Source: an optimization exercise on an open RTL-to-GDS flow (aim: small area, a short achievable clock period and few clock cycles). Production flows keep margins and buffers that such runs may drop. Function was checked by simulation only, so behaviour that the tests miss may differ from the original. Power is estimated from default activity; no workload was simulated.

`flow/run.sh`:
```
#!/bin/bash
# synth_recipe.tcl (not shown) runs the flow's synth.tcl, then flattens the netlist and writes it again
# the make line also repeats each setting of config.mk as NAME=value (left out here)
make -C /OpenROAD-flow-scripts/flow DESIGN_CONFIG=/design/flow/config.mk WORK_HOME=/design/flow/orfs CLKGATE_MAP_FILE= SYNTH_SCRIPT=/design/flow/synth_recipe.tcl finish
```
`flow/constraint.sdc`:
```
create_clock -name core_clock -period 6.0 [get_ports {clk}]
set_input_delay 1.2000 -clock core_clock [delete_from_list [all_inputs] [get_ports {clk}]]
set_output_delay 1.2000 -clock core_clock [all_outputs]
set_load 0.01 [all_outputs]
```
`flow/design.v`:
```
`timescale 1ns/10ps
package bf_pkg;
	localparam int NODE_COUNT = 32;
	localparam int EDGE_DEPTH = 32;
	localparam int PIPE_DRAIN = 3;  
	typedef logic [4:0] node_t;
	typedef logic [5:0] plen_t;  
	typedef logic [3:0] weight_t;
	typedef logic [6:0] dist_t;
	typedef logic [4:0] edge_idx_t;
	typedef logic [7:0] wb_adr_t;
	typedef logic [15:0] wb_dat_t;
	typedef logic [13:0] edge_word_t;  
	localparam dist_t DIST_INF = 7'd127;  
	localparam int EDGE_TO_LSB = 0;
	localparam int EDGE_FROM_LSB = 5;
	localparam int EDGE_WEIGHT_LSB = 10;
	localparam wb_adr_t ADR_EDGE_BASE = 8'h00;
	localparam wb_adr_t ADR_SOURCE = 8'h20;
	localparam wb_adr_t ADR_DEST = 8'h21;
	localparam wb_adr_t ADR_STATUS = 8'h22;
	localparam wb_adr_t ADR_PATH_BASE = 8'h40;
	typedef enum logic [2:0] {
		IDLE,
		INIT,
		SWEEP,
		DRAIN,
		DONE
	} sweep_state_t;
endpackage
`timescale 1ns/10ps
module bf_top (
	input logic clk,
	input logic clr,
	input logic wb_cyc,
	input logic wb_stb,
	input logic wb_we,
	input bf_pkg::wb_adr_t wb_adr,
	input bf_pkg::wb_dat_t wb_dat_w,
	output bf_pkg::wb_dat_t wb_dat_r,
	output logic wb_ack
);
	localparam logic [6:0] INF = 7'd127;
	localparam logic [3:0] WAIT_MAX = 4'd13;  
	function automatic logic [31:0] prefix_or(input logic [31:0] x);
		logic [31:0] p;
		p = x;
		for (int s = 1; s < 32; s = s * 2)
			p = p | (p << s);
		prefix_or = p;
	endfunction
	function automatic logic [4:0] first_set(input logic [31:0] x);
		logic [31:0] oh;
		oh = x & ~(prefix_or(x) << 1);
		for (int b = 0; b < 5; b++) begin
			first_set[b] = 1'b0;
			for (int i = 0; i < 32; i++)
				if (((i >> b) & 1) == 1) first_set[b] = first_set[b] | oh[i];
		end
	endfunction
	function automatic logic [4:0] next_set(input logic [31:0] x, input logic [31:0] gt);
		logic [31:0] hi;
		hi = x & gt;
		next_set = (|hi) ? first_set(hi) : first_set(x);
	endfunction
	bf_pkg::edge_word_t edge_mem [bf_pkg::EDGE_DEPTH];
	bf_pkg::dist_t dist_mem [bf_pkg::NODE_COUNT];
	bf_pkg::node_t pred_mem [bf_pkg::NODE_COUNT];
	logic busy;
	logic init;  
	logic ph;  
	logic run_done;
	logic path_ready;
	logic walking;
	logic erd;  
	bf_pkg::node_t ra;
	logic [3:0] wcnt;
	bf_pkg::node_t source;
	bf_pkg::node_t dest;
	bf_pkg::plen_t path_len;
	logic ewq;
	bf_pkg::node_t ewa;
	bf_pkg::edge_word_t ewd;
	logic [31:0] dirty;
	bf_pkg::node_t cur;
	bf_pkg::weight_t e_w;
	bf_pkg::node_t e_u;  
	bf_pkg::node_t e_v;
	bf_pkg::node_t pe0q, pe1q;  
	logic [7:0] sumq;
	bf_pkg::dist_t dvq;
	logic [5:0] pi;  
	bf_pkg::node_t cp8, cp16, cp24;
	logic pend;
	logic a_edge, a_path, a_src, a_dst, a_stat;
	assign pend = wb_cyc && wb_stb && !wb_ack;
	assign a_edge = wb_adr[7:5] == 3'b000;
	assign a_path = wb_adr[7:5] == 3'b010;
	assign a_src = wb_adr == bf_pkg::ADR_SOURCE;
	assign a_dst = wb_adr == bf_pkg::ADR_DEST;
	assign a_stat = wb_adr == bf_pkg::ADR_STATUS;
	logic src_go, dst_go, ewr, eload, pread;
	assign src_go = pend && wb_we && a_src && !busy;
	assign dst_go = pend && wb_we && a_dst && run_done;
	assign ewr = pend && wb_we && a_edge;
	assign eload = pend && !wb_we && a_edge && !erd;
	assign pread = pend && !wb_we && a_path && !walking;
	logic [31:0] valid, match;
	bf_pkg::node_t mnode;
	logic [31:0] nz, valid_q;
	always_comb begin
		for (int k = 0; k < 32; k++)
			nz[k] = |edge_mem[k];
		valid = ~prefix_or(~nz);
		mnode = init ? source : e_v;
		for (int k = 0; k < 32; k++)
			match[k] = valid_q[k] && (edge_mem[k][bf_pkg::EDGE_FROM_LSB +: 5] == mnode);
	end
	bf_pkg::dist_t du, dv;
	logic r_go, s_go, upd;
	logic [31:0] gt, d0, d1;
	bf_pkg::node_t esel;
	bf_pkg::edge_word_t ew;
	logic z0, z1;
	assign du = dist_mem[e_u];
	assign dv = dist_mem[e_v];
	assign r_go = busy && !init && ph;
	assign s_go = busy && !init && !ph && !erd;
	assign upd = s_go && (sumq < {1'b0, dvq});
	always_comb begin
		for (int k = 0; k < 32; k++)
			gt[k] = 5'(k) > cur;
		d0 = dirty;
		d1 = dirty | match;
	end
	assign z0 = d0 == '0;
	assign z1 = d1 == '0;
	assign esel = upd ? pe1q : (erd ? ra : pe0q);
	assign ew = edge_mem[esel];
	bf_pkg::node_t n1;
	logic stop, wfin;
	bf_pkg::plen_t plen_now;
	assign n1 = pred_mem[e_u];
	assign stop = (e_u == source) || (pi == 6'd0 && du == INF) || (pi == 6'd31);
	assign wfin = walking && stop;
	assign plen_now = wfin ? pi + 6'd1 : path_len;
	logic [4:0] pk, pblk;
	logic p_hit, p_jump;
	bf_pkg::node_t cp_sel;
	assign pk = wb_adr[4:0];
	assign p_hit = pi == {1'b0, pk};
	assign pblk = {pk[4:3], 3'b000};
	always_comb begin
		case (pk[4:3])
			2'd0: cp_sel = dest;
			2'd1: cp_sel = cp8;
			2'd2: cp_sel = cp16;
			default: cp_sel = cp24;
		endcase
	end
	assign p_jump = (pi > {1'b0, pk}) || (pi < {1'b0, pblk});
	logic ack_now;
	bf_pkg::wb_dat_t rdat;
	always_comb begin
		ack_now = 1'b0;
		rdat = '0;
		if (pend) begin
			if (wb_we) begin
				ack_now = 1'b1;
			end else if (a_edge) begin
				ack_now = erd;
				rdat = {2'b00, ew};
			end else if (a_path) begin
				ack_now = walking || p_hit;
				rdat = {1'b0, du, 3'b000, e_u};
			end else if (a_stat) begin
				ack_now = (!busy && (!walking || wfin)) || wcnt == WAIT_MAX;
				rdat = {2'b00, plen_now, 5'b00000, path_ready || wfin, run_done, busy};
			end else begin
				ack_now = 1'b1;
			end
		end
	end
	always_ff @(posedge clk or posedge clr) begin
		if (clr) begin
			wb_ack <= 1'b0;
			wcnt <= '0;
			erd <= 1'b0;
			ewq <= 1'b0;
			busy <= 1'b0;
			init <= 1'b0;
			ph <= 1'b0;
			run_done <= 1'b0;
			path_ready <= 1'b0;
			walking <= 1'b0;
			path_len <= '0;
			pi <= '0;
		end else begin
			wb_ack <= ack_now;
			wcnt <= (pend && !ack_now) ? wcnt + 1'b1 : 4'd0;
			erd <= eload;
			ewq <= ewr;
			init <= src_go;
			if (src_go) begin
				busy <= 1'b1;
				run_done <= 1'b0;
				path_ready <= 1'b0;
				walking <= 1'b0;
			end else if (init) begin
				ph <= 1'b0;
				if (match == '0) begin
					busy <= 1'b0;
					run_done <= 1'b1;
				end
			end else if (r_go) begin
				ph <= 1'b0;
			end else if (s_go) begin
				ph <= 1'b1;
				if (upd ? z1 : z0) begin
					busy <= 1'b0;
					run_done <= 1'b1;
				end
			end
			if (dst_go) begin
				walking <= 1'b1;
				path_ready <= 1'b0;
				pi <= '0;
			end else if (walking) begin
				if (stop) begin
					walking <= 1'b0;
					path_ready <= 1'b1;
					path_len <= pi + 6'd1;
					pi <= '0;
				end else begin
					pi <= pi + 6'd1;
				end
			end else if (pread) begin
				if (p_hit || !p_jump)
					pi <= pi + 6'd1;
				else
					pi <= {1'b0, pblk};
			end
		end
	end
	always_ff @(posedge clk) begin
		wb_dat_r <= rdat;
		valid_q <= valid;
		ewa <= wb_adr[4:0];
		ewd <= wb_dat_w[13:0];
		if (ewq)
			edge_mem[ewa] <= ewd;
		if (eload)
			ra <= wb_adr[4:0];
		if (src_go)
			source <= wb_dat_w[4:0];
		if (init) begin
			pe0q <= first_set(match);
			sumq <= 8'hff;
		end else if (r_go) begin
			pe0q <= next_set(d0, gt);
			pe1q <= next_set(d1, gt);
			sumq <= {1'b0, du} + {4'b0000, e_w};
			dvq <= dv;
		end
		if (init) begin
			dirty <= match;
		end else if (s_go) begin
			dirty <= (upd ? d1 : d0) & ~(32'd1 << esel);
			cur <= esel;
		end
		if (s_go) begin
			{e_w, e_u, e_v} <= ew;
		end else if (dst_go) begin
			e_u <= wb_dat_w[4:0];
		end else if (walking) begin
			e_u <= stop ? dest : n1;
		end else if (pread) begin
			e_u <= (p_hit || !p_jump) ? n1 : cp_sel;
		end
		for (int i = 0; i < bf_pkg::NODE_COUNT; i++) begin
			if (init)
				dist_mem[i] <= (5'(i) == source) ? 7'd0 : INF;
			else if (upd && e_v == 5'(i)) begin
				dist_mem[i] <= sumq[6:0];
				pred_mem[i] <= e_u;
			end
		end
		if (dst_go)
			dest <= wb_dat_w[4:0];
		if (walking) begin
			if (pi == 6'd8) cp8 <= e_u;
			if (pi == 6'd16) cp16 <= e_u;
			if (pi == 6'd24) cp24 <= e_u;
		end
	end
endmodule
```
`flow/config.mk`:
```
export PLATFORM = sky130hd
export DESIGN_NAME = bf_top
export DESIGN_NICKNAME = bf_top
export VERILOG_FILES = /design/flow/design.v
export SDC_FILE = /design/flow/constraint.sdc
export NUM_CORES = 4
export LEC_CHECK = 0
export ABC_AREA = 1
export CAP_MARGIN = 20
export CORE_MARGIN = 2
export CORE_UTILIZATION = 40
export SLEW_MARGIN = 20
```
==> results of run 1 <==
metal layers:
| metal | share of wire, % | track usage (%) |
|---|---|---|
| met1 | 40 | 39.5 |
| met2 | 46 | 47.1 |
| met5 | 0.022 | 0 |
| met3 | 9.7 | 5.81 |
| met4 | 4.3 | 11.5 |
state kept, by name (all words and copies together) (netlist names), 7 cells and up:
signal and flops:
dirty 32, dist_mem 224, dvq 7, edge_mem 448
ewd 14, pred_mem 160, sumq 8, valid_q 32
wb_dat_r 15
worst register-to-register path: cells and delay by family (launching register included):
| kind | cells | cell delay, ns |
|---|---|---|
| compound gates | 1 | 0.36 |
| buf+inv | 1 | 0.22 |
| flops | 1 | 0.37 |
| simple gates | 18 | 3.72 |
cells by family after synthesis:
logic type                 Yosys count  share of synthesized area [%]
and+or+nand+nor                   3643                           29.8
DFF                               1029                           56.6
buffers and inverters              792                           6.06
AOI/OAI and AO/OA                  554                           6.38
xor gates and xnor gates            40                          0.660
adders and majority gates           21                          0.509
other                                1                        0.00707
muxes                                1                         0.0212
power breakdown:
group	internal [mW]	switching [mW]
sequential	8.26	0.129
combinational	0.850	2.70
clock	4.06	3.06
final timing paths:
check	endpoint	start	cells after the start
worst min-delay path	sumq[0]	sumq[0]	2
max in group asynchronous	init	clr	2
min in group asynchronous	pi[4]	clr	2
worst max-delay path	wb_dat_r[12]	e_u[1]	20
worst min register to register	sumq[0]	sumq[0]	2
worst max register to register	wb_dat_r[12]	e_u[1]	20
layout make-up:
cell class / instances / share of cell area [%]
clock buffer: 145 / 5.09
timing repair buffer: 155 / 2.29
clock inverter: 62 / 1.27
sequential: 1029 / 50.5
antenna: 2 / 0.00842
inverter: 568 / 3.59
tap: 1755 / 3.69
multi-input combinational: 4260 / 33.6
per-stage QoR:
stage | power [mW] | instance area (um^2)
after floorplan | 10.6 | 53100
after global routing | 19.6 | 59500
final | 19.1 | 59500
after detailed placement | 12.0 | 55600
after CTS | 19.0 | 59400
after global placement | 11.9 | 55600
cell usage in the layout, fill, tap and decap left out, drive strengths merged, types with 5 or more instances in the layout:
cell and instances:
edfxtp 930, nand4 259, a22oi 18, nand3 505, o22ai 21, nand3b 13, inv 566, clkbuf 145
and3 5, bufinv 11, clkinv 42, a22o 13, dfrtp 25, ha 20, or2 11, dfxtp 74
nor3 91, nor4 91, o2111a 8, nor2 814, nand2 1843, a221oi 33, a32o 6, o21ai 242
a31oi 18, o2111ai 40, clkdlybuf4s50 42, o211ai 8, clkinvlp 11, buf 113, xor2 36, a21oi 131
==> impl_summary.log, run 1 <==
[metrics] pin count of the biggest net entering global routing: 86
[metrics] Layout Cells excl Fill: 7976
[metrics] x dimension of the die: 368 um
[metrics] number of nets in the final layout: about 6000
[metrics] fraction of synthesis flops using an asynchronous set or reset pin: between 2 and 2.5%
[metrics] standard cell core area: between 100000 and 150000 um^2
[metrics] wire length per cell after detailed routing: 25.7 um
[metrics] critical path peak fanout: 17
[metrics] multi-input logic area: 20000 um^2
[metrics] final hold slack: roughly 0.48 ns
[metrics] initial antenna violation count: 4
[metrics] total number of vias: around 46000
[metrics] initial standard-cell utilization of the core: 40.3%
[metrics] top cell family by delay on the critical path: simple AND/OR/NAND/NOR gates
[metrics] list of most frequent post-synthesis cells: nand2_1, edfxtp_1, nor2_1, inv_1, nand3_1
[metrics] result of the run: complete, no violations
[metrics] register cell area after layout: 30000 um^2
[metrics] H-tree lvl count: 3
[metrics] Max-Slew Margin vs Limit: about 22%
[metrics] TritonCTS clock tree: built
[metrics] cell-by-cell trace of the critical path: buf_4, nor2_2, nand2_1, nor2_2, nand2_1, nand2_1, nor2_1, nand2_1, nor2_1, a21oi_2, nand2_1, nor2_1, nand2_2, nand2_4, nand2_2, nand2_1, nand3_1, nand2_1, nor2_1, nor2_1
[metrics] part of the Yosys area used for sequential elements: ~57%
[metrics] required time of the critical path: roughly 6.6 ns
[metrics] Setup TNS: 0 ns
[metrics] peak supply drop: about 310 uV
[metrics] final weighted congestion in routability-driven placement: between 1 and 1.5
[metrics] primary flip-flop cell chosen by synthesis mapping: edfxtp_1
[metrics] die outline height: 368 um
[metrics] Remaining DRCs: 0
[metrics] area enclosed by the die boundary: roughly 140000 um^2
[metrics] FF+latch count, synth: between 1000 and 1500
[metrics] number of filler instances in the final layout: approximately 13000
[metrics] crit path launch type: register
[metrics] synthesized netlist net count: just over 6000
[metrics] unrepaired setup endpoints after global routing: no
[metrics] buffer and inverter count on the worst path: 1
[metrics] initial DRC count: ~6400
[metrics] netlist area before placement: about 53000 um^2
[metrics] delay of the slowest cell on the worst path: 0.60 ns
[metrics] via count of the first global-routing pass: 42800
[metrics] kind of path behind the tightest hold check: reg2reg
[metrics] final HPWL from detailed placement: ~150000 um
[metrics] overall fraction of global-route tracks in use: 29.5%
[metrics] CTS max path bufs: 3
[metrics] endpoints failing hold: 0
[metrics] fin crit share: roughly four fifths
[metrics] warning count from the yosys run: 3
[metrics] floorplan row count: between 100 and 150
[metrics] number of buffers inserted for hold repair after clock tree synthesis: 0
[metrics] number of enable-type register cells in the synthesized netlist: 930
[metrics] vias per cell: around 5.8
[metrics] number of instances in the synthesized netlist: a little over 6000
[metrics] clock latency on the worst-skew pair: between 0.7 and 0.8 ns
[metrics] kind of end point of the critical path: register
[metrics] end-of-flow core utilization: 45.2%
[metrics] number of instances in the placed design: 7767
[metrics] Antenna Nets Post-Route: 0
[metrics] largest cells by area after synthesis: edfxtp_1, nand2_1, nor2_1
[metrics] critical path class: reg2reg
[metrics] max-capacitance violation count: 0
[metrics] slew at the pin with the worst max-slew slack: ~1.2 ns
[metrics] area added between synthesis and finish: 12.1%
[metrics] max-slew violations: 0
[metrics] final setup fails: 0
[metrics] R2R Setup Slk: between 1 and 1.5 ns
[metrics] number of I/O port buffers: 42
[metrics] most frequent cell on the critical path: nand2_1
[metrics] post-synthesis cell type with the largest combined area: edfxtp_1
[metrics] CTS root buf: clkbuf_16
[metrics] number of buffers inserted by post-CTS setup repair: 0
[metrics] total global routing overflow: 0
[metrics] first-pass GRT wire length: 293000 um
[metrics] per-instance average area after synthesis: between 8 and 9 um^2
[metrics] number of optimization iterations in the first detailed-route pass: 7
[metrics] number of cells upsized or downsized after cts: 0
[metrics] PwrDens: approximately 320 nW/um^2
[metrics] clock-pin slew reported for the worst setup and hold paths after clock tree synthesis: 0.06 ns
[metrics] Worst Path Arrival: roughly 5.4 ns
[metrics] worst-case setup slack after placement: 1.44 ns
[metrics] number of ports placed on the die boundary: 46
[metrics] library cells used by synthesis: 63
[metrics] leakage component of the power: between 20 and 25 nW
[metrics] worst-path cell with the longest stage delay: nor2_2
[metrics] Setup Skew: ~0.06 ns
[metrics] Yosys top cell area share: between 50% and 60%
[metrics] timing-limited maximum frequency: roughly 0.21 GHz
[metrics] Period minus WS final: roughly 4.8 ns
[metrics] wirelength, routed: between 200000 and 250000 um
[metrics] most numerous cell in the Yosys netlist: nand2_1
[metrics] number of CTS-inserted buffers: about 110
[metrics] share of cells above drive strength 1: 6.98%
[metrics] number of sinks on the clock net: between 1000 and 1500
[metrics] slack of the critical path: between 1 and 1.5 ns
Testbench counts, summed over its fixed seeds: cycles 8,804.
==> run 2: changes to the inputs <==
--- a/flow/config.mk
+++ b/flow/config.mk
@@ -10,3 +10,4 @@
 export CORE_MARGIN = 2
 export CORE_UTILIZATION = 40
+export SETUP_SLACK_MARGIN = 2
 export SLEW_MARGIN = 20
==> run 2 against run 1 <==
  * Cell count increased by 0.69%
  * Sequential cell count unchanged
  * Cell area increased by 2.0%
  * Sequential share of layout area decreased by 1.0 points
  * Count of clock-buffer cells in the layout unchanged
  * Non-clock buffer count increased by 53
  * Highest routed layer unchanged
==> impl_summary.log, run 2 <==
[metrics] crit path launch type: register
[metrics] slew at the pin with the worst max-slew slack: 1.13 ns (-0.0256 ns)
[metrics] end-of-flow core utilization: 46.1% (+0.92 points)
[metrics] total global routing overflow: 0 (unchanged)
[metrics] critical path class: reg2reg
[metrics] Setup TNS: 0 ns (unchanged)
[metrics] first-pass GRT wire length: 296000 um (+1.1%)
[metrics] number of filler instances in the final layout: 12700 (-0.95%)
[metrics] leakage component of the power: 24.8 nW (+1.8%)
[metrics] x dimension of the die: 368 um (unchanged)
[metrics] worst-path cell with the longest stage delay: edfxtp_1
[metrics] final setup fails: 0 (unchanged)
[metrics] register cell area after layout: 30000 um^2 (unchanged)
[metrics] initial DRC count: 6650 (+4.1%)
[metrics] per-instance average area after synthesis: 8.72 um^2 (unchanged)
[metrics] endpoints failing hold: 0 (unchanged)
[metrics] area added between synthesis and finish: 14.4%
[metrics] number of nets in the final layout: 6229 (+0.91%)
[metrics] vias per cell: 5.79 (+0.48%)
[metrics] met1 track demand over resource in global routing: 39.7% (+0.23 points)
[metrics] PwrDens: 319 nW/um^2 (-0.47%)
[metrics] netlist area before placement: 53100 um^2 (unchanged)
[metrics] kind of end point of the critical path: register
[metrics] multi-input logic area: 20500 um^2 (+2.6%)
[metrics] timing-limited maximum frequency: 0.253 GHz (+21%)
[metrics] Worst Path Arrival: 4.61 ns (-0.81 ns)
[metrics] commonest non-fill, non-tap cells in the layout: nand2_1, edfxtp_1, nor2_1
[metrics] via count of the first global-routing pass: 43100 (+0.82%)
[metrics] Period minus WS final: 3.96 ns (-0.847 ns)
[metrics] critical path peak fanout: 51 (+34)
[metrics] list of most frequent post-synthesis cells: nand2_1, edfxtp_1, nor2_1, inv_1, nand3_1
[metrics] Setup crit start: dvq[6]
[metrics] wirelength, routed: 208000 um (+1.3%)
[metrics] synthesized netlist net count: 6131 (unchanged)
[metrics] number of I/O port buffers: 42 (unchanged)
[metrics] Setup Skew: 0.0622 ns (+0.00245 ns)
[metrics] fin crit share: 66.0% (-14 points)
[metrics] CTS root buf: clkbuf_16
[metrics] final HPWL from detailed placement: 149000 um (unchanged)
[metrics] max reg flops: 448 (unchanged)
[metrics] worst reg-to-reg path cell count: 21 (+5.0%)
[metrics] number of buffers inserted for hold repair after clock tree synthesis: 0 (unchanged)
[metrics] CTS max path bufs: 3 (unchanged)
[metrics] worst r2r src: dvq[6]
[metrics] clock-pin slew reported for the worst setup and hold paths after clock tree synthesis: 0.06 ns (about the same)
[metrics] most flop-heavy register: edge_mem
[metrics] initial standard-cell utilization of the core: 40.3% (unchanged)
[metrics] capture point of the worst reg-to-reg path: wb_dat_r[2]
[metrics] overall fraction of global-route tracks in use: 29.9% (+0.37 points)
[metrics] die outline height: 368 um (unchanged)
[metrics] TritonCTS clock tree: built
[metrics] total number of vias: 46500 (+1.2%)
[metrics] number of instances in the synthesized netlist: 6081 (unchanged)
[metrics] kind of path behind the tightest hold check: reg2reg
[metrics] number of sinks on the clock net: 1029 (unchanged)
[metrics] Yosys top cell area share: 52.6% (unchanged)
[metrics] Remaining DRCs: 0 (unchanged)
[metrics] fraction of synthesis flops using an asynchronous set or reset pin: 2.43% (unchanged)
[metrics] H-tree lvl count: 3 (unchanged)
[metrics] largest cells by area after synthesis: edfxtp_1, nand2_1, nor2_1
[metrics] warning count from the yosys run: 3 (unchanged)
[metrics] R2R Setup Slk: 2.04 ns (+0.85 ns)
[metrics] delay of the slowest cell on the worst path: 0.32 ns (-0.28 ns)
[metrics] clock latency on the worst-skew pair: 0.77 ns (about the same)
[metrics] part of the Yosys area used for sequential elements: 56.6% (unchanged)
[metrics] required time of the critical path: 6.65 ns (+0.04 ns)
[metrics] number of enable-type register cells in the synthesized netlist: 930 (unchanged)
[metrics] wire length per cell after detailed routing: 25.9 um (+0.64%)
[metrics] number of optimization iterations in the first detailed-route pass: 7 (unchanged)
[metrics] Top Registers: edge_mem x448, dist_mem x224, pred_mem x160
[metrics] most frequent cell on the critical path: nand2_1
[metrics] max-slew violations: 0 (unchanged)
[metrics] most used routing layer: met2
[metrics] final weighted congestion in routability-driven placement: 1.02 (unchanged)
[metrics] primary flip-flop cell chosen by synthesis mapping: edfxtp_1
[metrics] Antenna Nets Post-Route: 0 (unchanged)
[metrics] pin count of the biggest net entering global routing: 86 (unchanged)
[metrics] number of ports placed on the die boundary: 46 (unchanged)
[metrics] Max-Slew Margin vs Limit: 23.8% (+1.6 points)
[metrics] number of CTS-inserted buffers: 109 (unchanged)
[metrics] most numerous cell in the Yosys netlist: nand2_1
[metrics] cell-by-cell trace of the critical path: inv_1, ha_1, inv_1, or2_2, nor2_1, nand2_1, nand3_4, buf_12, nand2_2, nand2_8, buf_12, nand2_1, o21ai_0, nand2_1, nand4_1, nand3_1, nand2_1, nand2_1, nand2_1, nor2_1, nor2_1
[metrics] max-capacitance violation count: 0 (unchanged)
[metrics] FF+latch count, synth: 1029 (unchanged)
[metrics] peak supply drop: 311 uV (+0.12%)
[metrics] global routing usage on met2: 47.3% (+0.19 points)
[metrics] initial antenna violation count: 6 (+2)
[metrics] most common cell after layout, fill and taps aside: nand2_1
[metrics] post-synthesis cell type with the largest combined area: edfxtp_1
[metrics] result of the run: complete, no violations
[metrics] library cells used by synthesis: 63 (unchanged)
[metrics] met3 capacity usage during global routing: 6.06% (+0.25 points)
[metrics] standard cell core area: 132000 um^2 (unchanged)
[metrics] Critical Path Sink: wb_dat_r[2]
[metrics] floorplan row count: 133 (unchanged)
[metrics] area enclosed by the die boundary: 136000 um^2 (unchanged)
[metrics] share of cells above drive strength 1: 8.69% (+1.7 points)
[metrics] unrepaired setup endpoints after global routing: yes
## run 2: layout make-up
class	count	area share [%]
tap	1755	3.62
clock inverter	62	1.24
inverter	568	3.57
timing repair buffer	208	3.32
antenna	1	0.00412
multi-input combinational	4263	33.8
sequential	1029	49.5
clock buffer	145	4.99
## run 2: worst max-delay path, delay by kind of cell, from the launching register on
family	cells	cell delay [ns]
AND/OR/NAND/NOR	15	2.67
buffers and inverters	4	0.50
adder cells (fa/ha/maj)	1	0.26
flip-flops	1	0.32
AO/OA/AOI/OAI	1	0.09
## run 2: cell families after synthesis
kind of cell,synth area share (%)
and+or+nand+nor,29.8
DFF,56.6
buffers and inverters,6.06
AOI/OAI and AO/OA,6.38
xor gates and xnor gates,0.660
adders and majority gates,0.509
other,0.00707
muxes,0.0212
## run 2: worst min-delay path by stage
stage | from | end | slack [ns] | depth (start not counted)
6_report | sumq[0] | sumq[0] | 0.48 | 2
3_5_place_dp | sumq[0] | sumq[0] | 0.47 | 2
3_3_place_gp | sumq[0] | sumq[0] | 0.46 | 2
4_1_cts | sumq[0] | sumq[0] | 0.48 | 2
2_1_floorplan | sumq[0] | sumq[0] | 0.45 | 2
5_1_grt | path_len[0] | path_len[0] | 0.51 | 2
## run 2: power by group
part	internal, mW	switching [mW]	leakage [nW]	total [mW]
clock network	4.06	3.06	1.81	7.11
logic	1.03	2.84	13.7	3.86
registers	8.26	0.121	9.31	8.38
total	13.3	6.01	24.8	19.4
## run 2: layer usage
layer  vias up  share of wire, %
met5         -             0.029
met4         6               5.1
met3       505                10
met2      2667                45
met1     22300                39
li1      21000                 -
## run 2: timing repair
action                                  in CTS  in global routing
cloned                                       4                  0
hold endpoints to repair                     0                  0
buffers inserted                            33                 19
pin swaps                                   16                  5
resized for setup                           74                 89
endpoints found under the setup margin      63                 53
## run 2: through the flow
step	instance area, um^2	worst slack [ns]	instances	hold slack, ns	total power [mW]
finish	60700	2.04	8031	0.484	19.4
global route	60700	1.95	8030	0.514	19.9
global placement	55600	1.38	7764	0.465	11.9
detailed placement	55600	1.44	7767	0.471	12.0
floorplan	53100	2.65	6081	0.448	10.6
CTS	60100	2.00	8011	0.480	19.2
==> run 3: changes to the inputs <==
--- a/flow/config.mk
+++ b/flow/config.mk
@@ -10,4 +10,4 @@
 export CORE_MARGIN = 2
 export CORE_UTILIZATION = 40
-export SETUP_SLACK_MARGIN = 2
+export SETUP_SLACK_MARGIN = 2.75
 export SLEW_MARGIN = 20
==> run 3 against run 2 <==
  * Sequential power about the same
  * Still clean
  * Synthesized cell count unchanged
  * Critical endpoint is now wb_dat_r[13]
  * Critical path type unchanged
  * Register-to-register slack better by 0.58 ns
  * Sequential cell count unchanged
  * Via count up 5.8%
==> impl_summary.log, run 3 <==
[metrics] list of most frequent post-synthesis cells: nand2_1, edfxtp_1, nor2_1, inv_1, nand3_1
[metrics] initial standard-cell utilization of the core: 40.3% (unchanged)
[metrics] synthesized netlist net count: 6131 (unchanged)
[metrics] kind of path behind the tightest hold check: reg2reg
[metrics] netlist area before placement: 53100 um^2 (unchanged)
[metrics] slew at the pin with the worst max-slew slack: 1.09 ns (-0.0385 ns)
[metrics] unrepaired setup endpoints after global routing: yes
[metrics] peak supply drop: 300 uV (-3.5%)
[metrics] vias per cell: 5.93 (+2.4%)
[metrics] end-of-flow core utilization: 50.5% (+4.4 points)
[metrics] worst-case setup slack after placement: 1.14 ns (-0.298 ns)
[metrics] number of CTS-inserted buffers: 109 (unchanged)
[metrics] x dimension of the die: 368 um (unchanged)
[metrics] number of optimization iterations in the first detailed-route pass: 7 (unchanged)
[metrics] primary flip-flop cell chosen by synthesis mapping: edfxtp_1
[metrics] timing-limited maximum frequency: 0.296 GHz (+17%)
[metrics] H-tree lvl count: 3 (unchanged)
[metrics] per-instance average area after synthesis: 8.72 um^2 (unchanged)
[metrics] most flop-heavy register: edge_mem
[metrics] Remaining DRCs: 0 (unchanged)
[metrics] critical path peak fanout: 6 (-88%)
[metrics] area enclosed by the die boundary: 136000 um^2 (unchanged)
[metrics] number of I/O port buffers: 42 (unchanged)
[metrics] Setup TNS: 0 ns (unchanged)
[metrics] number of enable-type register cells in the synthesized netlist: 930 (unchanged)
[metrics] Worst Path Arrival: 4.02 ns (-0.59 ns)
[metrics] Top Registers: edge_mem x448, dist_mem x224, pred_mem x160
[metrics] required time of the critical path: 6.65 ns (about the same)
[metrics] final setup fails: 0 (unchanged)
[metrics] endpoints failing hold: 0 (unchanged)
[metrics] fraction of synthesis flops using an asynchronous set or reset pin: 2.43% (unchanged)
[metrics] clock-pin slew reported for the worst setup and hold paths after clock tree synthesis: 0.07 ns (about the same)
[metrics] R2R Setup Slk: 2.62 ns (+0.58 ns)
[metrics] share of cells above drive strength 1: 18.9% (+10 points)
[metrics] share of total power in sequential cells: 41.1% (-2.2 points)
[metrics] CTS max path bufs: 3 (unchanged)
[metrics] Max-Slew Margin vs Limit: 26.9% (+3.1 points)
[metrics] Antenna Nets Post-Route: 0 (unchanged)
[metrics] register cell area after layout: 30000 um^2 (unchanged)
[metrics] library cells used by synthesis: 63 (unchanged)
[metrics] number of instances in the synthesized netlist: 6081 (unchanged)
[metrics] number of sinks on the clock net: 1029 (unchanged)
[metrics] final hold slack: 0.494 ns (+0.00966 ns)
[metrics] floorplan row count: 133 (unchanged)
[metrics] leakage component of the power: 27.1 nW (+9.1%)
[metrics] Setup Skew: 0.0625 ns (+0.000302 ns)
[metrics] warning count from the yosys run: 3 (unchanged)
[metrics] crit path launch type: register
[metrics] commonest non-fill, non-tap cells in the layout: nand2_1, edfxtp_1, nor2_1
[metrics] part of the Yosys area used for sequential elements: 56.6% (unchanged)
[metrics] first-pass GRT wire length: 308000 um (+3.7%)
[metrics] critical path class: reg2reg
[metrics] number of buffers inserted for hold repair after clock tree synthesis: 0 (unchanged)
[metrics] post-synthesis cell type with the largest combined area: edfxtp_1
[metrics] share of total power in combinational logic: 25.2% (+5.2 points)
[metrics] die outline height: 368 um (unchanged)
[metrics] clock latency on the worst-skew pair: 0.78 ns (about the same)
[metrics] FF+latch count, synth: 1029 (unchanged)
[metrics] slack of the critical path: 2.62 ns (+0.579 ns)
[metrics] switching share of power: 32.0% (+0.93 points)
[metrics] total global routing overflow: 0 (unchanged)
[metrics] number of nets in the final layout: 6501 (+4.4%)
[metrics] result of the run: complete, no violations
[metrics] number of filler instances in the final layout: 12000 (-5.2%)
[metrics] PwrDens: 306 nW/um^2 (-4.1%)
[metrics] max-slew violations: 0 (unchanged)
[metrics] number of ports placed on the die boundary: 46 (unchanged)
[metrics] max-capacitance violation count: 0 (unchanged)
[metrics] Internal Power: 13.8 mW (+3.7%)
[metrics] wire length per cell after detailed routing: 26.8 um (+3.6%)
[metrics] most common cell after layout, fill and taps aside: nand2_1
[metrics] wirelength, routed: 222000 um (+7.1%)
[metrics] fin crit share: 56.3% (-9.6 points)
[metrics] overall fraction of global-route tracks in use: 31.0% (+1.2 points)
[metrics] standard cell core area: 132000 um^2 (unchanged)
[metrics] TritonCTS clock tree: built
[metrics] final HPWL from detailed placement: 148000 um (-0.23%)
[metrics] via count of the first global-routing pass: 45200 (+4.7%)
[metrics] kind of end point of the critical path: register
[metrics] pin count of the biggest net entering global routing: 91 (+5.8%)
[metrics] Switching Power: 6.51 mW (+8.3%)
[metrics] max reg flops: 448 (unchanged)
[metrics] initial antenna violation count: 4 (-2)
[metrics] most numerous cell in the Yosys netlist: nand2_1
[metrics] Yosys top cell area share: 52.6% (unchanged)
[metrics] Period minus WS final: 3.38 ns (-0.579 ns)
[metrics] clock network fraction of total power: 33.7% (-3.0 points)
[metrics] number of instances in the placed design: 7756 (-0.14%)
[metrics] multi-input logic area: 23300 um^2 (+14%)
[metrics] final weighted congestion in routability-driven placement: 1.04 (+2.1%)
[metrics] total number of vias: 49200 (+5.8%)
[metrics] area added between synthesis and finish: 25.4%
[metrics] largest cells by area after synthesis: edfxtp_1, nand2_1, nor2_1
[metrics] CTS root buf: clkbuf_16
[metrics] initial DRC count: 7234 (+8.8%)
[metrics] Layout Cells excl Fill: 8299 (+3.3%)
==> run 3: cell counts after synthesis <==
No cell type changed its count.
==> run 3: worst max-delay path, cell delays in order (launching register included) <==
cell	delay (ns)
edfxtp_1	0.44
buf_6	0.20
buf_4	0.15
nor2_4	0.16
buf_4	0.16
buf_4	0.16
nand4_1	0.19
nand2_1	0.22
nor2_1	0.07
nand2_1	0.15
nor2_4	0.08
a21oi_4	0.19
nand2_2	0.10
nor2_4	0.13
nand2_4	0.10
nand2_8	0.12
buf_6	0.12
nand3_1	0.08
nand3_2	0.14
nand2_1	0.07
nor2_1	0.13
nor2_2	0.10
==> run 3: stage by stage <==
step | cell area (um^2) | power (mW)
2_1_floorplan | 53100 | 10.6
3_3_place_gp | 55500 | 12.0
3_5_place_dp | 55500 | 12.0
4_1_cts | 62800 | 19.5
5_1_grt | 66500 | 20.9
6_report | 66500 | 20.4
==> run 3: cell families after synthesis <==
family	Yosys count	synth area share (%)
AO/OA/AOI/OAI	554	6.38
XOR/XNOR	40	0.660
adder cells (fa/ha/maj)	21	0.509
buffers and inverters	792	6.06
flip-flops	1029	56.6
multiplexers	1	0.0212
other	1	0.00707
AND/OR/NAND/NOR	3643	29.8
==> run 3: final timing paths <==
path,startpoint,end,depth (start not counted)
worst max-delay path,e_u[0],wb_dat_r[13],21
worst min-delay path,sumq[0],sumq[0],2
worst max register to register,e_u[0],wb_dat_r[13],21
worst min register to register,sumq[0],sumq[0],2
max in group asynchronous,clr,init,2
min in group asynchronous,clr,wb_ack,2
==> run 3: routing by layer <==
| metal | GRT usage, % | part of all wire [%] | vias up |
|---|---|---|---|
| met4 | 17.2 | 7.4 | 4 |
| met1 | 40.6 | 38 | 23600 |
| met5 | 0 | 0.010 | - |
| met3 | 6.42 | 11 | 798 |
| met2 | 48.1 | 44 | 3227 |
| li1 | - | - | 21600 |
==> run 3: cell type report <==
class / instances / area share, %
antenna: 1 / 0.00376
clock buffer: 151 / 4.60
clock inverter: 52 / 0.820
inverter: 568 / 3.37
multi-input combinational: 4273 / 35.0
sequential: 1029 / 45.2
tap: 1755 / 3.30
timing repair buffer: 469 / 7.75
timing repair inverter: 1 / 0.0132
==> run 3: timing repair <==
action	CTS	global route
buffers inserted	136	165
gates cloned	23	14
gates resized for setup	449	534
setup endpoints to repair	146	222
pin swaps	96	199
==> run 3: power groups by stage <==
stage / Combinational [mW] / Clock [mW] / Sequential, mW
2_1_floorplan: 2.03 / 0 / 8.57
3_3_place_gp: 3.42 / 0 / 8.54
3_5_place_dp: 3.46 / 0 / 8.54
4_1_cts: 4.25 / 6.89 / 8.36
5_1_grt: 5.34 / 7.15 / 8.38
6_report: 5.12 / 6.86 / 8.37
==> run 4: changes to the inputs <==
--- a/flow/design.v
+++ b/flow/design.v
@@ -107,5 +107,4 @@
 	assign pread = pend && !wb_we && a_path && !walking;
 	logic [31:0] valid, match;
-	bf_pkg::node_t mnode;
 	logic [31:0] nz, valid_q;
 	always_comb begin
@@ -113,7 +112,6 @@
 			nz[k] = |edge_mem[k];
 		valid = ~prefix_or(~nz);
-		mnode = init ? source : e_v;
 		for (int k = 0; k < 32; k++)
-			match[k] = valid_q[k] && (edge_mem[k][bf_pkg::EDGE_FROM_LSB +: 5] == mnode);
+			match[k] = valid_q[k] && (edge_mem[k][bf_pkg::EDGE_FROM_LSB +: 5] == e_v);
 	end
 	bf_pkg::dist_t du, dv;
@@ -122,5 +120,5 @@
 	bf_pkg::node_t esel;
 	bf_pkg::edge_word_t ew;
-	logic z0, z1;
+	logic z0q, z1q;  
 	assign du = dist_mem[e_u];
 	assign dv = dist_mem[e_v];
@@ -130,10 +128,11 @@
 	always_comb begin
 		for (int k = 0; k < 32; k++)
-			gt[k] = 5'(k) > cur;
+			gt[k] = !init && (5'(k) > cur);
 		d0 = dirty;
-		d1 = dirty | match;
-	end
-	assign z0 = d0 == '0;
-	assign z1 = d1 == '0;
+		d1 = (init ? '0 : dirty) | match;
+	end
+	bf_pkg::node_t pe0, pe1;
+	assign pe0 = next_set(d0, gt);
+	assign pe1 = next_set(d1, gt);
 	assign esel = upd ? pe1q : (erd ? ra : pe0q);
 	assign ew = edge_mem[esel];
@@ -217,5 +216,5 @@
 			end else if (s_go) begin
 				ph <= 1'b1;
-				if (upd ? z1 : z0) begin
+				if (upd ? z1q : z0q) begin
 					busy <= 1'b0;
 					run_done <= 1'b1;
@@ -255,9 +254,12 @@
 			source <= wb_dat_w[4:0];
 		if (init) begin
-			pe0q <= first_set(match);
+			pe0q <= pe1;
 			sumq <= 8'hff;
+			z0q <= 1'b0;
 		end else if (r_go) begin
-			pe0q <= next_set(d0, gt);
-			pe1q <= next_set(d1, gt);
+			z0q <= d0 == '0;
+			z1q <= d1 == '0;
+			pe0q <= pe0;
+			pe1q <= pe1;
 			sumq <= {1'b0, du} + {4'b0000, e_w};
 			dvq <= dv;
@@ -271,4 +273,6 @@
 		if (s_go) begin
 			{e_w, e_u, e_v} <= ew;
+		end else if (src_go) begin
+			e_v <= wb_dat_w[4:0];
 		end else if (dst_go) begin
 			e_u <= wb_dat_w[4:0];
==> run 4 against run 3 <==
  * Still clean
  * Die area fell by 3.2%
  * Sequential power fell by 3.5%
  * Sequential share of layout area rose by 2.6 points
  * Maximum frequency rose by 0.28%
  * Cell area fell by 5.4%
  * Global-route usage fell by 0.12 points
  * Total power fell by 20%
  * Utilization fell by 1.2 points
  * Register-to-register slack barely moved
  * Clock power fell by 2%
  * Critical path depth fell by 9
  * Worst hold slack got worse by 0.033 ns
  * Critical path type unchanged
==> impl_summary.log, run 4 <==
[metrics] result of the run: complete, no violations
[metrics] number of instances in the synthesized netlist: 5652 (-7.1%)
[metrics] netlist area before placement: 51300 um^2 (-3.2%)
[metrics] wire length per cell after detailed routing: 27.5 um (+2.7%)
[metrics] Antenna Nets Post-Route: 0 (unchanged)
[metrics] PwrDens: 258 nW/um^2 (-16%)
[metrics] floorplan row count: 131 (-1.5%)
[metrics] max-slew violations: 0 (unchanged)
[metrics] standard cell core area: 128000 um^2 (-3.1%)
[metrics] worst reg-to-reg path cell count: 12 (-43%)
[metrics] Period minus WS final: 3.37 ns (-0.00931 ns)
[metrics] clock-pin slew reported for the worst setup and hold paths after clock tree synthesis: 0.07 ns (about the same)
[metrics] area enclosed by the die boundary: 131000 um^2 (-3.2%)
[metrics] commonest non-fill, non-tap cells in the layout: nand2_1, edfxtp_1, nor2_1
[metrics] Critical Path Sink: dvq[2]
[metrics] warning count from the yosys run: 3 (unchanged)
[metrics] required time of the critical path: 6.45 ns (-0.20 ns)
[metrics] die outline height: 362 um (-1.6%)
[metrics] largest cells by area after synthesis: edfxtp_1, nand2_1, nor2_1
[metrics] number of sinks on the clock net: 1031 (+0.19%)
[metrics] multi-input logic area: 21100 um^2 (-9.4%)
[metrics] share of cells above drive strength 1: 16.6% (-2.3 points)
[metrics] clock latency on the worst-skew pair: 0.77 ns (about the same)
[metrics] library cells used by synthesis: 63 (unchanged)
[metrics] number of I/O port buffers: 42 (unchanged)
[metrics] peak supply drop: 402 uV (+34%)
[metrics] initial DRC count: 6982 (-3.5%)
[metrics] FF+latch count, synth: 1031 (+0.19%)
[metrics] per-instance average area after synthesis: 9.08 um^2 (+4.1%)
[metrics] initial antenna violation count: 4 (unchanged)
[metrics] area added between synthesis and finish: 22.6%
[metrics] Yosys top cell area share: 54.5% (+1.8 points)
[metrics] number of filler instances in the final layout: 11700 (-2.6%)
[metrics] number of buffers inserted for hold repair after clock tree synthesis: 0 (unchanged)
[metrics] CTS max path bufs: 3 (unchanged)
[metrics] final antenna diode count: 0 (-1)
[metrics] kind of path behind the tightest hold check: reg2reg
[metrics] wirelength, routed: 212000 um (-4.6%)
[metrics] area post-placement: 53900 um^2 (-2.9%)
[metrics] slack of the critical path: 2.63 ns (+0.00931 ns)
[metrics] final setup fails: 0 (unchanged)
[metrics] fin area: 62900 um^2 (-5.4%)
[metrics] number of enable-type register cells in the synthesized netlist: 931 (+0.11%)
[metrics] Setup TNS: 0 ns (unchanged)
[metrics] part of the Yosys area used for sequential elements: 58.6% (+2.0 points)
[metrics] Worst Path Arrival: 3.82 ns (-0.20 ns)
[metrics] Setup Skew: 0.0801 ns (+0.0176 ns)
[metrics] total global routing overflow: 0 (unchanged)
[metrics] initial standard-cell utilization of the core: 40.3% (-0.048 points)
[metrics] unrepaired setup endpoints after global routing: yes
[metrics] H-tree lvl count: 3 (unchanged)
[metrics] register cell area after layout: 30100 um^2 (+0.17%)
[metrics] Max-Slew Margin vs Limit: 28.4% (+1.5 points)
[metrics] TritonCTS clock tree: built
[metrics] worst-case setup slack after placement: 1.15 ns (+0.00619 ns)
[metrics] critical path class: reg2reg
[metrics] final weighted congestion in routability-driven placement: 1.04 (-0.31%)
[metrics] most flop-heavy register: edge_mem
[metrics] number of nets in the final layout: 6006 (-7.6%)
[metrics] leakage component of the power: 24.9 nW (-8.0%)
[metrics] total number of vias: 46300 (-5.9%)
[metrics] final HPWL from detailed placement: 142000 um (-4.6%)
[metrics] first-pass GRT wire length: 293000 um (-4.6%)
[metrics] critical path peak fanout: 9 (+3)
[metrics] most numerous cell in the Yosys netlist: nand2_1
[metrics] pin count of the biggest net entering global routing: 65 (-29%)
[metrics] CTS root buf: clkbuf_16
[metrics] x dimension of the die: 362 um (-1.6%)
[metrics] list of most frequent post-synthesis cells: nand2_1, edfxtp_1, nor2_1, nand3_1, inv_1
[metrics] timing-limited maximum frequency: 0.297 GHz (+0.28%)
[metrics] Remaining DRCs: 0 (unchanged)
[metrics] R2R Setup Slk: 2.63 ns (about the same)
[metrics] most common cell after layout, fill and taps aside: nand2_1
[metrics] via count of the first global-routing pass: 42500 (-5.9%)
[metrics] crit path launch type: register
[metrics] Setup crit start: e_v[0]
[metrics] synthesized netlist net count: 5702 (-7.0%)
[metrics] number of ports placed on the die boundary: 46 (unchanged)
[metrics] primary flip-flop cell chosen by synthesis mapping: edfxtp_1
[metrics] slew at the pin with the worst max-slew slack: 1.07 ns (-0.0180 ns)
[metrics] Top Registers: edge_mem x448, dist_mem x224, pred_mem x160
[metrics] post-synthesis cell type with the largest combined area: edfxtp_1
[metrics] capture point of the worst reg-to-reg path: dvq[2]
[metrics] number of CTS-inserted buffers: 109 (unchanged)
[metrics] number of optimization iterations in the first detailed-route pass: 7 (unchanged)
[metrics] endpoints failing hold: 0 (unchanged)
[metrics] fraction of synthesis flops using an asynchronous set or reset pin: 2.42% (-0.0047 points)
[metrics] max-capacitance violation count: 0 (unchanged)
[metrics] overall fraction of global-route tracks in use: 30.9% (-0.12 points)
[metrics] worst r2r src: e_v[0]
[metrics] vias per cell: 6.00 (+1.3%)
[metrics] max reg flops: 448 (unchanged)
[metrics] kind of end point of the critical path: register
[metrics] fin crit share: 56.2% (-0.16 points)
run 4: changes by cell type after synthesis, moves of 34 or more:
cell / previous run / this run
nand2_1: 1818 / 1519
inv_1: 557 / 451
clkbuf_1: 81 / 128
nand4_1: 257 / 210
a22oi_1: 18 / 55
o2111ai_1: 40 / 6
o31ai_1: 0 / 34
run 4: layout make-up:
type                       count  share of cell area, %
clock buffer                 147                   4.74
clock inverter                56                  0.893
inverter                     468                   3.00
multi-input combinational   3950                   33.5
sequential                  1031                   47.8
tap                         1662                   3.30
timing repair buffer         389                   6.68
timing repair inverter         7                 0.0974
run 4: what timing repair did:
item | in CTS | in global routing
setup buffers | 130 | 98
setup endpoints to repair | 567 | 275
gates cloned | 24 | 13
resized for setup | 331 | 361
pin swaps | 70 | 134
run 4: power by group:
part,internal [mW],total (mW),switching [mW],leakage (nW)
Combinational,0.442,1.44,1.00,13.9
Clock,3.76,6.73,2.97,1.73
Sequential,8.02,8.08,0.0654,9.28
Total,12.2,16.3,4.04,24.9
run 4: layer usage:
| layer | share of wire (%) | up-vias | wire length (um) | GRT usage (%) |
|---|---|---|---|---|
| met5 | 0.016 | - | 35 | 0 |
| met4 | 6.9 | 6 | 14600 | 16.7 |
| met2 | 44 | 3037 | 93900 | 48.2 |
| met1 | 38 | 22300 | 80700 | 40.7 |
| met3 | 11 | 675 | 23100 | 6.04 |
| li1 | - | 20300 | - | - |
run 4: logic make-up (layout without fill, tap and decap cells):
| family | after synthesis | in the layout | synth area share, % |
|---|---|---|---|
| compound gates | 645 | 645 | 7.77 |
| flops | 1031 | 1031 | 58.6 |
| simple gates | 3212 | 3224 | 26.9 |
| other cells | 1 | 1 | 0.00730 |
| fa+ha+maj | 21 | 21 | 0.526 |
| xor+xnor | 59 | 59 | 1.01 |
| buf+inv | 683 | 1067 | 5.18 |
run 4: worst min-delay path by stage:
stage / start / end / slack, ns / cells after the start
floorplan: z0q / z0q / 0.43 / 2
global placement: ewd[13] / edge_mem[30][13] / 0.43 / 0
detailed placement: ewd[13] / edge_mem[30][13] / 0.45 / 0
CTS: ewd[13] / edge_mem[31][13] / 0.46 / 0
global route: ewd[13] / edge_mem[31][13] / 0.47 / 0
finish: ewd[13] / edge_mem[30][13] / 0.46 / 0
run 4: critical path: stages, from the launching register on:
cell and delay, ns:
edfxtp_1 0.51, bufinv_16 0.29, buf_4 0.13, nor2_1 0.05
inv_1 0.14, nor2_2 0.17, nand2_1 0.17, inv_1 0.18
a22o_1 0.25, a221oi_1 0.43, nand4_1 0.24, nor4_4 0.36
nand2_1 0.17
run 4: per-stage QoR:
step	hold slack (ns)	utilization, %	std cells	power, mW
5_1_grt	0.470	49.4	7710	16.7
6_report	0.460	49.4	7710	16.3
3_5_place_dp	0.451	42.3	7242	9.45
3_3_place_gp	0.434	42.2	7240	9.42
4_1_cts	0.461	47.4	7599	16.2
2_1_floorplan	0.429	-	5652	8.94
Testbench counts of run 4, summed over its fixed seeds: cycles 8,804.
==> run 5: changes to the inputs <==
--- a/flow/config.mk
+++ b/flow/config.mk
@@ -10,4 +10,4 @@
 export CORE_MARGIN = 2
 export CORE_UTILIZATION = 40
-export SETUP_SLACK_MARGIN = 2.75
+export SETUP_SLACK_MARGIN = 2.5
 export SLEW_MARGIN = 20
==> run 5 against run 4 <==
  * Clock power barely moved
  * Critical path depth fell by 3
  * Synthesized area did not move
  * Highest routed layer unchanged
  * Global-route usage fell by 0.88 points
  * Worst hold slack improved by 0.0031 ns
  * Still clean on timing, DRC and antenna
==> impl_summary.log, run 5 <==
[metrics] result of the run: complete, no violations
[metrics] clock network fraction of total power: 41.6% (+0.2 points)
[metrics] number of filler instances in the final layout: 12000 (+2.6%)
[metrics] number of enable-type register cells in the synthesized netlist: 931 (unchanged)
[metrics] CTS root buf: clkbuf_16
[metrics] main combinational cell family by area after synthesis: simple AND/OR/NAND/NOR gates
[metrics] overall fraction of global-route tracks in use: 30.0% (-0.88 points)
[metrics] cell-by-cell trace of the critical path: buf_6, nand2_1, nor2_1, nand2_1, o22ai_1, a311oi_1, o2111ai_1, nor4_4, o21ai_0
[metrics] clock latency on the worst-skew pair: 0.77 ns (about the same)
[metrics] final HPWL from detailed placement: 142000 um (unchanged)
[metrics] number of buffers inserted for hold repair after clock tree synthesis: 0 (unchanged)
[metrics] post-synthesis cell type with the largest combined area: edfxtp_1
[metrics] Antenna Nets Post-Route: 0 (unchanged)
[metrics] max-capacitance violation count: 0 (unchanged)
[metrics] R2R Setup Slk: 2.43 ns (-0.20 ns)
[metrics] library cells used by synthesis: 63 (unchanged)
[metrics] depth of the worst hold-timing path: 0 (unchanged)
[metrics] Setup Skew: 0.0796 ns (-0.000547 ns)
[metrics] Worst Path Arrival: 4.10 ns (+0.28 ns)
[metrics] worst-path cell with the longest stage delay: nor2_1
[metrics] initial DRC count: 6458 (-7.5%)
[metrics] unrepaired setup endpoints after global routing: yes
[metrics] number of CTS-inserted buffers: 109 (unchanged)
[metrics] total global routing overflow: 0 (unchanged)
[metrics] register cell area after layout: 30100 um^2 (unchanged)
[metrics] endpoints failing hold: 0 (unchanged)
[metrics] Power Total: 16.1 mW (-0.78%)
[metrics] share of the synthesized netlist area taken by xor and xnor gates: 1.01% (unchanged)
[metrics] most flop-heavy register: edge_mem
[metrics] Top Registers: edge_mem x448, dist_mem x224, pred_mem x160
[metrics] vias per cell: 5.93 (-1.2%)
[metrics] Yosys top cell area share: 54.5% (unchanged)
[metrics] end-of-flow core utilization: 47.2% (-2.2 points)
[metrics] Setup TNS: 0 ns (unchanged)
[metrics] share of total power in combinational logic: 8.3% (-0.6 points)
[metrics] warning count from the yosys run: 3 (unchanged)
[metrics] required time of the critical path: 6.53 ns (+0.08 ns)
[metrics] kind of end point of the critical path: register
[metrics] clock-pin slew reported for the worst setup and hold paths after clock tree synthesis: 0.06 ns (about the same)
[metrics] leakage component of the power: 23.8 nW (-4.6%)
[metrics] Internal Power: 12.2 mW (-0.47%)
[metrics] number of I/O port buffers: 42 (unchanged)
[metrics] most common cell after layout, fill and taps aside: nand2_1
[metrics] Min-Delay Endpoint: edge_mem[30][13]
[metrics] FF+latch count, synth: 1031 (unchanged)
[metrics] multiplexer share of the synthesized area: 0% (unchanged)
[metrics] worst reg-to-reg path cell count: 9 (-3)
[metrics] switching share of power: 24.6% (-0.24 points)
[metrics] worst r2r src: e_v[3]
[metrics] largest cells by area after synthesis: edfxtp_1, nand2_1, nor2_1
[metrics] final antenna diode count: 0 (unchanged)
[metrics] number of instances in the synthesized netlist: 5652 (unchanged)
[metrics] initial standard-cell utilization of the core: 40.3% (unchanged)
[metrics] multi-input logic area: 19900 um^2 (-5.8%)
[metrics] synthesized netlist net count: 5702 (unchanged)
[metrics] area post-placement: 53900 um^2 (unchanged)
[metrics] share of cells above drive strength 1: 11.4% (-5.2 points)
[metrics] primary flip-flop cell chosen by synthesis mapping: edfxtp_1
[metrics] Switching Power: 3.97 mW (-1.7%)
[metrics] number of ports placed on the die boundary: 46 (unchanged)
[metrics] top cell family by delay on the critical path: simple AND/OR/NAND/NOR gates
[metrics] peak supply drop: 407 uV (+1.3%)
[metrics] wirelength, routed: 205000 um (-3.3%)
[metrics] crit path launch type: register
[metrics] number of sinks on the clock net: 1031 (unchanged)
[metrics] netlist area before placement: 51300 um^2 (unchanged)
[metrics] max reg flops: 448 (unchanged)
[metrics] Compound-Gate Fraction of Synth Area: 7.77% (unchanged)
[metrics] number of optimization iterations in the first detailed-route pass: 7 (unchanged)
[metrics] floorplan row count: 131 (unchanged)
[metrics] share of synthesized cell area in and, or, nand and nor gates: 26.9% (unchanged)
[metrics] x dimension of the die: 362 um (unchanged)
[metrics] area enclosed by the die boundary: 131000 um^2 (unchanged)
[metrics] most numerous cell in the Yosys netlist: nand2_1
[metrics] TritonCTS clock tree: built
[metrics] die outline height: 362 um (unchanged)
[metrics] number of nets in the final layout: 5886 (-2.0%)
[metrics] critical path class: reg2reg
[metrics] Remaining DRCs: 0 (unchanged)
[metrics] final setup fails: 0 (unchanged)
[metrics] via count of the first global-routing pass: 41800 (-1.7%)
[metrics] max-slew violations: 0 (unchanged)
[metrics] delay of the slowest cell on the worst path: 1.01 ns (+0.50 ns)
[metrics] fraction of synthesis flops using an asynchronous set or reset pin: 2.42% (unchanged)
[metrics] total number of vias: 45000 (-2.8%)
[metrics] H-tree lvl count: 3 (unchanged)
[metrics] final weighted congestion in routability-driven placement: 1.04 (unchanged)
[metrics] commonest non-fill, non-tap cells in the layout: nand2_1, edfxtp_1, nor2_1
[metrics] hold path startpoint: ewd[13]
[metrics] share of synthesized cell area in full adder, half adder and majority cells: 0.526% (unchanged)
[metrics] slew at the pin with the worst max-slew slack: 1.24 ns (+0.169 ns)
[metrics] area added between synthesis and finish: 17.2%
[metrics] buffer and inverter count on the worst path: 1 (-3)
[metrics] wire length per cell after detailed routing: 27.0 um (-1.8%)
[metrics] capture point of the worst reg-to-reg path: dvq[3]
[metrics] kind of path behind the tightest hold check: reg2reg
[metrics] Max-Slew Margin vs Limit: 16.8% (-12 points)
[metrics] initial antenna violation count: 1 (-3)
[metrics] fin area: 60200 um^2 (-4.4%)
[metrics] part of the Yosys area used for sequential elements: 58.6% (unchanged)
[metrics] CTS max path bufs: 3 (unchanged)
[metrics] fin crit share: 59.5% (+3.4 points)
[metrics] standard cell core area: 128000 um^2 (unchanged)
[metrics] share of total power in sequential cells: 50.1% (+0.4 points)
[metrics] most frequent cell on the critical path: nand2_1
[metrics] PwrDens: 268 nW/um^2 (+3.8%)
[metrics] first-pass GRT wire length: 286000 um (-2.5%)
[metrics] list of most frequent post-synthesis cells: nand2_1, edfxtp_1, nor2_1, nand3_1, inv_1
[metrics] per-instance average area after synthesis: 9.08 um^2 (unchanged)
[metrics] timing-limited maximum frequency: 0.280 GHz (-5.7%)
[metrics] critical path peak fanout: 32 (+23)
[metrics] Period minus WS final: 3.57 ns (+0.202 ns)
[metrics] pin count of the biggest net entering global routing: 65 (unchanged)
## run 5: logic make-up (layout without fill, tap and decap cells)
family                   Yosys count  in the layout
AO/OA/AOI/OAI                    645            645
XOR/XNOR                          59             59
adder cells (fa/ha/maj)           21             21
buffers and inverters            683            949
flip-flops                      1031           1031
other                              1              1
AND/OR/NAND/NOR                 3212           3222
## run 5: repair_timing
item                       CTS  global route
gates resized for setup    177           152
cloned                      11             9
buffers inserted            70            55
setup endpoints to repair  377           141
pin swaps                   38            34
## run 5: routing by layer
layer / vias up / GRT usage, % / wire length, um
met5: - / 0 / 13
met4: 2 / 14.7 / 11700
met3: 520 / 5.48 / 21000
met2: 2717 / 47.6 / 92300
met1: 21700 / 39.8 / 80100
li1: 20000 / - / -
## run 5: layout make-up
cell class	count	area share [%]
Clock buffer	147	4.95
Clock inverter	56	0.934
Inverter	468	3.09
Multi-Input combinational cell	3948	33.0
Sequential cell	1031	50.0
Tap cell	1662	3.46
Timing Repair Buffer	274	4.50
Timing Repair inverter	4	0.0541
## run 5: worst max-delay path by stage
stage,start,to,depth (start not counted)
final,e_v[3],dvq[3],9
after global routing,e_u[3],sumq[5],20
after CTS,e_v[1],dist_mem[31][5],5
after detailed placement,erd,e_u[1],14
after global placement,erd,e_u[2],14
after floorplan,e_u[4],sumq[6],19
## run 5: power groups by stage
stage / clock, mW / sequential (mW) / combinational [mW]
2_1_floorplan: 0 / 8.23 / 0.705
3_3_place_gp: 0 / 8.23 / 1.19
3_5_place_dp: 0 / 8.23 / 1.21
4_1_cts: 6.76 / 8.08 / 1.26
5_1_grt: 7.04 / 8.08 / 1.43
6_report: 6.72 / 8.08 / 1.34
## run 5: metrics by stage
stage,hold slack [ns],instances,worst slack (ns)
floorplan,0.429,5652,2.77
global placement,0.434,7240,1.16
detailed placement,0.451,7242,1.15
CTS,0.461,7526,2.32
global route,0.470,7590,2.42
finish,0.463,7590,2.43
==> run 6: changes to the inputs <==
--- a/flow/config.mk
+++ b/flow/config.mk
@@ -10,4 +10,4 @@
 export CORE_MARGIN = 2
 export CORE_UTILIZATION = 40
-export SETUP_SLACK_MARGIN = 2.5
+export SETUP_SLACK_MARGIN = 2.6
 export SLEW_MARGIN = 20
==> run 6 against run 5 <==
  * Global-route usage up 0.14 points
  * Maximum frequency up 2.3%
  * Total power increased by 0.16%
  * Utilization increased by 0.74 points
  * Sequential share of layout area shrank 0.78 points
  * Combinational power about the same
  * Count of clock-buffer cells in the layout unchanged
  * Cell count up 0.53%
  * Register-to-register slack better by 0.08 ns
==> impl_summary.log, run 6 <==
[metrics] Setup TNS: 0 ns (unchanged)
[metrics] final hold slack: 0.462 ns (-0.00147 ns)
[metrics] netlist area before placement: 51300 um^2 (unchanged)
[metrics] most flop-heavy register: edge_mem
[metrics] overall fraction of global-route tracks in use: 30.2% (+0.14 points)
[metrics] Worst Path Arrival: 3.95 ns (-0.15 ns)
[metrics] Setup Skew: 0.0813 ns (+0.00171 ns)
[metrics] final weighted congestion in routability-driven placement: 1.04 (unchanged)
[metrics] number of sinks on the clock net: 1031 (unchanged)
[metrics] fraction of synthesis flops using an asynchronous set or reset pin: 2.42% (unchanged)
[metrics] result of the run: complete, no violations
[metrics] final antenna diode count: 0 (unchanged)
[metrics] number of buffers inserted for hold repair after clock tree synthesis: 0 (unchanged)
[metrics] timing-limited maximum frequency: 0.287 GHz (+2.3%)
[metrics] leakage component of the power: 24.1 nW (+1.4%)
[metrics] kind of end point of the critical path: register
[metrics] area added between synthesis and finish: 19.1%
[metrics] wire length per cell after detailed routing: 27.2 um (+0.79%)
[metrics] number of optimization iterations in the first detailed-route pass: 6 (-1)
[metrics] most numerous cell in the Yosys netlist: nand2_1
[metrics] unrepaired setup endpoints after global routing: yes
[metrics] primary flip-flop cell chosen by synthesis mapping: edfxtp_1
[metrics] critical path peak fanout: 32 (unchanged)
[metrics] required time of the critical path: 6.46 ns (-0.07 ns)
[metrics] worst-case setup slack after placement: 1.15 ns (unchanged)
[metrics] max-capacitance violation count: 0 (unchanged)
[metrics] Max-Slew Margin vs Limit: 27.0% (+10 points)
[metrics] Critical Path Sink: dvq[4]
[metrics] hold path startpoint: ewd[13]
[metrics] total global routing overflow: 0 (unchanged)
[metrics] pin count of the biggest net entering global routing: 65 (unchanged)
[metrics] CTS max path bufs: 3 (unchanged)
[metrics] number of CTS-inserted buffers: 109 (unchanged)
[metrics] commonest non-fill, non-tap cells in the layout: nand2_1, edfxtp_1, nor2_1
[metrics] slew at the pin with the worst max-slew slack: 1.08 ns (-0.161 ns)
[metrics] largest cells by area after synthesis: edfxtp_1, nand2_1, nor2_1
[metrics] vias per cell: 5.95 (+0.34%)
[metrics] worst reg-to-reg path cell count: 12 (+3)
[metrics] standard cell core area: 128000 um^2 (unchanged)
[metrics] clock-pin slew reported for the worst setup and hold paths after clock tree synthesis: 0.06 ns (about the same)
[metrics] depth of the worst hold-timing path: 0 (unchanged)
[metrics] kind of path behind the tightest hold check: reg2reg
[metrics] R2R Setup Slk: 2.51 ns (+0.08 ns)
[metrics] max-slew violations: 0 (unchanged)
[metrics] initial standard-cell utilization of the core: 40.3% (unchanged)
[metrics] critical path class: reg2reg
[metrics] first-pass GRT wire length: 287000 um (+0.42%)
[metrics] initial DRC count: 6487 (+0.45%)
[metrics] capture point of the worst reg-to-reg path: dvq[4]
[metrics] Yosys top cell area share: 54.5% (unchanged)
[metrics] initial antenna violation count: 1 (unchanged)
[metrics] number of enable-type register cells in the synthesized netlist: 931 (unchanged)
[metrics] library cells used by synthesis: 63 (unchanged)
[metrics] H-tree lvl count: 3 (unchanged)
[metrics] final HPWL from detailed placement: 142000 um (unchanged)
[metrics] fin crit share: 58.2% (-1.4 points)
[metrics] peak supply drop: 405 uV (-0.42%)
[metrics] list of most frequent post-synthesis cells: nand2_1, edfxtp_1, nor2_1, nand3_1, inv_1
[metrics] PwrDens: 264 nW/um^2 (-1.4%)
[metrics] CTS root buf: clkbuf_16
[metrics] per-instance average area after synthesis: 9.08 um^2 (unchanged)
[metrics] TritonCTS clock tree: built
[metrics] number of ports placed on the die boundary: 46 (unchanged)
[metrics] warning count from the yosys run: 3 (unchanged)
[metrics] worst r2r src: e_v[3]
[metrics] floorplan row count: 131 (unchanged)
[metrics] endpoints failing hold: 0 (unchanged)
[metrics] via count of the first global-routing pass: 41900 (+0.24%)
[metrics] part of the Yosys area used for sequential elements: 58.6% (unchanged)
[metrics] Remaining DRCs: 0 (unchanged)
[metrics] wirelength, routed: 208000 um (+1.3%)
[metrics] most common cell after layout, fill and taps aside: nand2_1
[metrics] Antenna Nets Post-Route: 0 (unchanged)
[metrics] x dimension of the die: 362 um (unchanged)
[metrics] FF+latch count, synth: 1031 (unchanged)
[metrics] share of cells above drive strength 1: 13.0% (+1.6 points)
[metrics] number of I/O port buffers: 42 (unchanged)
[metrics] crit path launch type: register
[metrics] clock latency on the worst-skew pair: 0.77 ns (about the same)
[metrics] number of filler instances in the final layout: 11900 (-0.94%)
[metrics] Top Registers: edge_mem x448, dist_mem x224, pred_mem x160
[metrics] area enclosed by the die boundary: 131000 um^2 (unchanged)
[metrics] slack of the critical path: 2.51 ns (+0.0816 ns)
[metrics] total number of vias: 45400 (+0.86%)
[metrics] post-synthesis cell type with the largest combined area: edfxtp_1
[metrics] max reg flops: 448 (unchanged)
[metrics] number of instances in the synthesized netlist: 5652 (unchanged)
[metrics] die outline height: 362 um (unchanged)
[metrics] final setup fails: 0 (unchanged)
[metrics] Setup crit start: e_v[3]
[metrics] synthesized netlist net count: 5702 (unchanged)
[metrics] number of nets in the final layout: 5926 (+0.68%)
[metrics] Period minus WS final: 3.49 ns (-0.0816 ns)
[run 6: cell counts after synthesis]
Identical to the previous run, type by type.
[run 6: layout make-up]
type	instances	area, um^2	share of cell area, %
timing repair inverter	4	32.5	0.0532
inverter	468	1870	3.06
clock inverter	56	562	0.919
clock buffer	147	2980	4.88
tap	1662	2080	3.40
multi-input combinational	3948	20300	33.2
timing repair buffer	314	3250	5.32
sequential	1031	30100	49.2
[run 6: cell families (layout without fill, tap and decap cells)]
group / count (synthesis) / in the layout / share of synthesized area (%)
and+or+nand+nor: 3212 / 3222 / 26.9
buffers and inverters: 683 / 989 / 5.18
xor gates and xnor gates: 59 / 59 / 1.01
AOI/OAI and AO/OA: 645 / 645 / 7.77
adders and majority gates: 21 / 21 / 0.526
other: 1 / 1 / 0.00730
DFF: 1031 / 1031 / 58.6
[run 6: through the flow]
step / cells / util [%] / area, um^2 / total power [mW]
global placement: 7240 / 42.2 / 53800 / 9.42
finish: 7630 / 47.9 / 61100 / 16.2
floorplan: 5652 / - / 51300 / 8.94
detailed placement: 7242 / 42.3 / 53900 / 9.45
CTS: 7543 / 46.5 / 59300 / 16.1
global route: 7630 / 47.9 / 61100 / 16.6
[run 6: worst min-delay path by stage]
stage,slack [ns],endpoint
CTS,0.46,edge_mem[31][13]
global placement,0.43,edge_mem[30][13]
global route,0.47,edge_mem[31][13]
detailed placement,0.45,edge_mem[30][13]
floorplan,0.43,z0q
finish,0.46,edge_mem[30][13]
[run 6: critical path, cell delays in order, from the launching register on]
cell and delay, ns:
edfxtp_1 0.47, buf_8 0.34, nor2_1 0.19, inv_1 0.14, nor2_1 0.05, buf_4 0.19
nand2_1 0.25, inv_1 0.19, a22o_1 0.21, a221oi_1 0.38, nand4_1 0.34, nor4_4 0.32
nand2_1 0.14
[run 6: where the power goes]
part | total, mW | internal (mW) | switching, mW
Combinational | 1.35 | 0.397 | 0.957
Clock | 6.73 | 3.76 | 2.96
Sequential | 8.08 | 8.02 | 0.0645
Total | 16.2 | 12.2 | 3.99
[run 6: what timing repair did]
action / in CTS / in global routing
gates cloned: 11 / 14
resized for setup: 222 / 226
pin swaps: 49 / 47
setup buffers: 87 / 73
endpoints found under the setup margin: 444 / 187
[run 6: metal layers]
| metal | wire (um) | vias up | GRT usage (%) |
|---|---|---|---|
| li1 | - | 20100 | - |
| met1 | 80600 | 21900 | 39.8 |
| met2 | 93000 | 2801 | 47.7 |
| met3 | 21600 | 586 | 5.54 |
| met4 | 12700 | 2 | 15.4 |
| met5 | 95 | - | 0 |

-- static timing again, ports no longer ideal --
No port has a modelled driver above. Below, the same layouts with a new extraction and two added sets of constraints. Step 1 assumes that a clkbuf_16 drives the clock port and a buf_2 every other input. Step 2 also shifts input and output timing later by t, the mid clock arrival at the registers, as if the neighbouring blocks saw the same clock. a / b / c = ideal / step 1 / step 2; a / b = the first two.
| run | t (ns) | slack for setup (ns) |
|---|---|---|
| run 1 | 0.825 | 1.195 / 1.195 / 1.195 |
| run 2 | 0.828 | 2.042 / 2.042 / 1.602 |
| run 3 | 0.832 | 2.621 / 2.621 / 2.072 |
| run 4 | 0.819 | 2.630 / 2.630 / 2.117 |
| run 5 | 0.817 | 2.428 / 2.428 / 1.863 |
| run 6 | 0.813 | 2.510 / 2.510 / 2.027 |
After both steps setup and hold are still met in every run listed.
